What follows belongs to an exercise in optimizing a design on an open flow for small area and a short achievable clock period; a production flow would make more cautious choices. Only simulation tests tie the RTL to the original design; equivalence was not proved. Power and IR drop assume default switching activity.

==> flow/design.v <==
package data_mem_pkg;
  typedef enum logic [1:0] {IDLE, CLEAR, DUMP, DONE} sweep_state_t;
  localparam logic MODE_CLEAR = 1'b0;
  localparam logic MODE_DUMP  = 1'b1;
endpackage
module mem_array #(
  parameter int W = 8,
  parameter int A = 8
) (
  input  logic         clk,
  input  logic         we,
  input  logic [A-1:0] waddr,
  input  logic [W-1:0] wdata,
  input  logic [A-1:0] raddr,
  output logic [W-1:0] rdata,
  input  logic [A-1:0] saddr,
  output logic [W-1:0] sdata
);
  logic [W-1:0] mem [2**A];
  always_ff @(posedge clk) begin
    if (we) mem[waddr] <= wdata;
  end
  assign rdata = mem[raddr];
  assign sdata = mem[saddr];
endmodule
module data_mem_sweep #(
  parameter int           W        = 8,
  parameter int           A        = 8,
  parameter logic [W-1:0] CLR_VAL  = '0,
  parameter bit           REG_READ = 1'b0
) (
  input  logic         Clk,
  input  logic         Reset,
  input  logic         Start,
  input  logic         Mode,
  output logic         Busy,
  output logic         Ack,
  input  logic         WriteEn,
  input  logic [A-1:0] Addr,
  input  logic [W-1:0] DataIn,
  output logic [W-1:0] DataOut,
  output logic         DumpValid,
  output logic [A-1:0] DumpAddr,
  output logic [W-1:0] DumpData
);
  localparam int DEPTH = 1 << A;
  localparam logic [A:0] LAST = (A+1)'(DEPTH - 1);
  data_mem_pkg::sweep_state_t state, state_nxt;
  logic [A:0]   cnt, cnt_nxt;
  logic         mem_we;
  logic [A-1:0] mem_waddr;
  logic [W-1:0] mem_wdata;
  logic [W-1:0] cpu_rdata;
  logic [W-1:0] sweep_rdata;
  always_ff @(posedge Clk or posedge Reset) begin
    if (Reset) begin
      state <= data_mem_pkg::IDLE;
      cnt   <= '0;
    end else begin
      state <= state_nxt;
      cnt   <= cnt_nxt;
    end
  end
  always_comb begin
    state_nxt = state;
    cnt_nxt   = cnt;
    case (state)
      data_mem_pkg::IDLE: begin
        if (Start) begin
          state_nxt = (Mode == data_mem_pkg::MODE_DUMP) ? data_mem_pkg::DUMP : data_mem_pkg::CLEAR;
          cnt_nxt   = '0;
        end
      end
      data_mem_pkg::CLEAR, data_mem_pkg::DUMP: begin
        cnt_nxt = cnt + 1'b1;
        if (cnt == LAST) state_nxt = data_mem_pkg::DONE;
      end
      data_mem_pkg::DONE: begin
        if (!Start) state_nxt = data_mem_pkg::IDLE;
      end
      default: state_nxt = data_mem_pkg::IDLE;
    endcase
  end
  assign Busy = (state == data_mem_pkg::CLEAR) || (state == data_mem_pkg::DUMP);
  assign Ack  = (state == data_mem_pkg::DONE);
  assign mem_we    = (state == data_mem_pkg::CLEAR) || (WriteEn && !Busy);
  assign mem_waddr = (state == data_mem_pkg::CLEAR) ? cnt[A-1:0] : Addr;
  assign mem_wdata = (state == data_mem_pkg::CLEAR) ? CLR_VAL : DataIn;
  mem_array #(.W(W), .A(A)) u_mem (
    .clk   (Clk),
    .we    (mem_we),
    .waddr (mem_waddr),
    .wdata (mem_wdata),
    .raddr (Addr),
    .rdata (cpu_rdata),
    .saddr (cnt[A-1:0]),
    .sdata (sweep_rdata)
  );
  always_ff @(posedge Clk or posedge Reset) begin
    if (Reset) begin
      DumpValid <= 1'b0;
      DumpAddr  <= '0;
      DumpData  <= '0;
    end else begin
      DumpValid <= (state == data_mem_pkg::DUMP);
      if (state == data_mem_pkg::DUMP) begin
        DumpAddr <= cnt[A-1:0];
        DumpData <= sweep_rdata;
      end
    end
  end
  generate
    if (REG_READ) begin : g_reg_read
      always_ff @(posedge Clk or posedge Reset) begin
        if (Reset) DataOut <= '0;
        else       DataOut <= cpu_rdata;
      end
    end else begin : g_comb_read
      assign DataOut = cpu_rdata;
    end
  endgenerate
endmodule
==> flow/run.sh <==
#!/bin/bash
# synth_recipe.tcl (not shown) runs the flow's synth.tcl, then flattens the netlist and writes it again
# the make line also repeats each setting of config.mk as NAME=value (left out here)
make -C /OpenROAD-flow-scripts/flow DESIGN_CONFIG=/design/flow/config.mk WORK_HOME=/design/flow/orfs CLKGATE_MAP_FILE= SYNTH_SCRIPT=/design/flow/synth_recipe.tcl finish
==> flow/config.mk <==
export PLATFORM = sky130hd
export DESIGN_NAME = data_mem_sweep
export DESIGN_NICKNAME = data_mem_sweep
export VERILOG_FILES = /design/flow/design.v
export SDC_FILE = /design/flow/constraint.sdc
export NUM_CORES = 4
export LEC_CHECK = 0
export CAP_MARGIN = 20
export CORE_MARGIN = 2
export CORE_UTILIZATION = 40
export SLEW_MARGIN = 20
==> flow/constraint.sdc <==
create_clock -name core_clock -period 7.0 [get_ports {Clk}]
set_input_delay 1.4000 -clock core_clock [delete_from_list [all_inputs] [get_ports {Clk}]]
set_output_delay 1.4000 -clock core_clock [all_outputs]
set_load 0.01 [all_outputs]
==> results_dict.tcl <==
set metrics [dict create \
    switching_power_uw 5480 \
    die_y_um 498 \
    end_kind "output pin" \
    cts_buffers 216 \
    finalWorstSetupSlack_ps 303 \
    status "no timing/DRC/antenna violations" \
    synth_nets 4961 \
    cts_tree "yes" \
    pwr-share-clk 0.442 \
    syn_inst 4934 \
    fp-row-count 181 \
    rsz0062_at_grt "false" \
    setup-violations-final 0 \
    preCtsSetupSlack_ps 344 \
    synth_area_um2 97500 \
    cts_setup_buffers 0 \
    cellLeakagePower_uw 0.0331 \
    p_int_uw 20300 \
    place_area_um2 104000 \
    yosys_warnings 2 \
    dieWidth_um 498 \
    antenna_found_initial 25 \
    max-clock-path-buffers 3 \
    track_usage 0.261 \
    synth_edf_count 2048 \
    nets 5230 \
    vdd_drop_max_mv 0.271 \
    vias 56700 \
    drt-initial-drc-count 8280 \
    area_delta_synth_final_pct 13.6 \
    grt_overflow 0 \
    max_freq_mhz 149 \
    die_area_um2 248000 \
    instances_no_fill 8595 \
    crit_type "input pin to output pin" \
    worstPathMaxFanout 37 \
    avgRoutedWirePerCell_um 38.1 \
    hold_buffers 0 \
    h-tree-depth 4 \
    synth.avg_cell_area_um2 19.8 \
    ys.flop_type "edfxtp_1" \
    drv_slew 0 \
    pwr-share-comb 0.037 \
    critPathRequiredTime_ps 5600 \
    drive_gt1_frac 0.348 \
    clock_latency_ps 880 \
    ios 48 \
    viasPerCell 6.60 \
    cts_resized 0 \
    startpoint_type "input pin" \
    hold_viol 0 \
    hold_path_class "register to register" \
    grt_pass1_vias 56100 \
    clock_skew_ps 45.5 \
    detail_route.wirelength_mm 328 \
    place_congestion 0.941 \
    setup_tns_ps 0 \
    cp.arrival_ps 5300 \
    final_antenna_net_count 0 \
    path_clk_slew_ps 60 \
    start_util 0.402 \
    cts_sinks 2076 \
    grt_max_degree 237 \
    period_needed_ps 6700 \
    final_cell_area_um2 111000 \
    seq_power_share 0.521 \
    cellPowerDensity_nw_per_um2 233 \
    max-cap-violations 0 \
    place_inst 8183 \
    core_area_um2 243000 \
    slew_headroom 0.182 \
    worst_pin_slew_ps 1210 \
    synth.distinct_cells 71 \
    dpl.hpwl_mm 207 \
    power.total_uw 25800 \
    yosys_register_bits 2076 \
    grt_first_pass_wirelength_mm 452 \
    drc 0 \
    period_share 0.957 \
    cts_root_buffer "clkbuf_16" \
    drt-pass1-iter-count 6 \
    io_buffers 47 \
    synthArstFlopShare 0.0135 \
    synth.yosys.seq_area_share 0.638 \
    swShare 0.213 \
]
-- stage by stage --
step / hold WS [ps] / util
5_1_grt: 513 / 0.456
2_1_floorplan: 449 / -
4_1_cts: 489 / 0.456
6_report: 481 / 0.456
3_5_place_dp: 476 / 0.428
3_3_place_gp: 473 / 0.427
-- sequential cells by signal, indices dropped and copies added, names as in the netlist --
signal	count
DumpValid	1
u_mem.mem	2048
cnt	9
DumpData	8
state	2
DumpAddr	8
-- routing by layer --
layer / part of all wire / GRT usage / up-vias
li1: - / - / 21800
met1: 0.37 / 0.346 / 30600
met2: 0.47 / 0.405 / 3520
met3: 0.11 / 0.0662 / 692
met4: 0.053 / 0.121 / 22
met5: 0.00045 / 0 / -
-- cells in the mapped netlist, types with 8 or more instances --
| cell type | n | area [um2] |
|---|---|---|
| a211oi_1 | 32 | 240 |
| buf_6 | 24 | 270 |
| o21ai_0 | 53 | 265 |
| a31oi_1 | 14 | 87.6 |
| inv_1 | 13 | 48.8 |
| a32oi_1 | 9 | 78.8 |
| o221ai_1 | 28 | 245 |
| nand2_1 | 153 | 574 |
| mux2i_1 | 289 | 2890 |
| nand3_1 | 38 | 190 |
| dfrtp_1 | 28 | 701 |
| a21oi_1 | 82 | 410 |
| nor2b_1 | 32 | 200 |
| o21ai_1 | 14 | 70.1 |
| nand2b_1 | 16 | 100 |
| buf_8 | 11 | 165 |
| clkbuf_1 | 163 | 612 |
| mux2_2 | 19 | 214 |
| edfxtp_1 | 2048 | 61500 |
| buf_1 | 30 | 113 |
| o22ai_1 | 32 | 200 |
| mux4_2 | 1076 | 24200 |
| and4_1 | 8 | 70.1 |
| o31ai_1 | 9 | 67.6 |
| buf_2 | 128 | 641 |
| o211ai_1 | 12 | 90.1 |
| buf_4 | 38 | 285 |
| nor3_1 | 15 | 75.1 |
| a221oi_1 | 31 | 272 |
| nor2_1 | 323 | 1210 |
| a22oi_1 | 61 | 458 |
-- placed cells by master, fill, tap and decap left out, drive strengths merged, types with 28 or more instances in the layout --
cell type	instances
clkinv	120
o21ai	67
a22oi	61
nor2b	32
buf	403
mux2i	289
a21oi	82
a211oi	32
a221oi	31
nor2	323
nand2	153
o22ai	32
clkbuf	254
dfrtp	28
edfxtp	2048
mux4	1079
nand3	38
clkdlybuf4s50	42
o221ai	28
-- worst max-delay path, stage by stage --
cell and delay [ps]:
buf_8 440, buf_4 340, mux4_2 540, mux4_2 560, nor2b_1 200, a211oi_1 620
buf_4 290, a21oi_1 70, and4_1 270, clkdlybuf4s50_1 500
-- cell families (layout without fill, tap and decap cells) --
| logic type | count (synthesis) | in the layout | synth area share |
|---|---|---|---|
| and+or+nand+nor | 629 | 629 | 0.0279 |
| AOI/OAI and AO/OA | 426 | 426 | 0.0300 |
| other | 0 | 4 | 0 |
| DFF | 2076 | 2076 | 0.638 |
| muxes | 1387 | 1387 | 0.281 |
| buffers and inverters | 410 | 865 | 0.0222 |
| adders and majority gates | 6 | 6 | 0.000770 |
-- power groups by stage --
stage | clock network (uW) | logic, uW | registers (uW)
after floorplan | 0 | 573 | 13700
after global placement | 0 | 941 | 13700
after detailed placement | 0 | 939 | 13700
after CTS | 11500 | 942 | 13400
after global routing | 12000 | 972 | 13400
final | 11400 | 946 | 13400
-- area by class of cell --
| type | instances | area (um2) |
|---|---|---|
| clock buffer | 253 | 5640 |
| inverter | 15 | 63.8 |
| timing repair buffer | 446 | 4200 |
| clock inverter | 151 | 1290 |
| sequential | 2076 | 62200 |
| antenna | 4 | 10.0 |
| fill | 20400 | 132000 |
| multi-input combinational | 2448 | 33400 |
| tap | 3202 | 4010 |
-- path summary, 6_finish.rpt --
| check | start | end | slack (ps) | depth (start not counted) |
|---|---|---|---|---|
| setup / recovery | Addr[0] | DataOut[1] | 300 | 10 |
| hold / removal | cnt[8] | cnt[8] | 480 | 2 |
| setup reg to reg | state[1] | u_mem.mem[241][5] | 2420 | 7 |
| hold reg to reg | cnt[8] | cnt[8] | 480 | 2 |
| max in group asynchronous | Reset | cnt[4] | 5230 | 2 |
| min in group asynchronous | Reset | DumpAddr[5] | 1050 | 2 |

## afterwards: timing with drivers on the ports
No port has a modelled driver above. Below, the same layout with a new extraction and two added sets of constraints.
Step 1 assumes that a clkbuf_16 drives the clock port and a buf_2 every other input.
Step 2 adds t to the input delays and takes it off the output delays; t is the mean of the earliest and latest rising clock arrival at the registers after step 1. Input paths then give back, and output paths get back, about the clock's delay inside the block.
a / b / c = ideal / step 1 / step 2; a / b = the first two.
t (ns): 0.943
setup WS [ns]: 0.303 / 0.221 / 0.221
latest minus earliest clock arrival (ns): 0.051 / 0.050
After both steps setup and hold are still met in this run. The setup slack of this run moves by -0.082 ns with the drivers and by -0.082 ns with both steps.
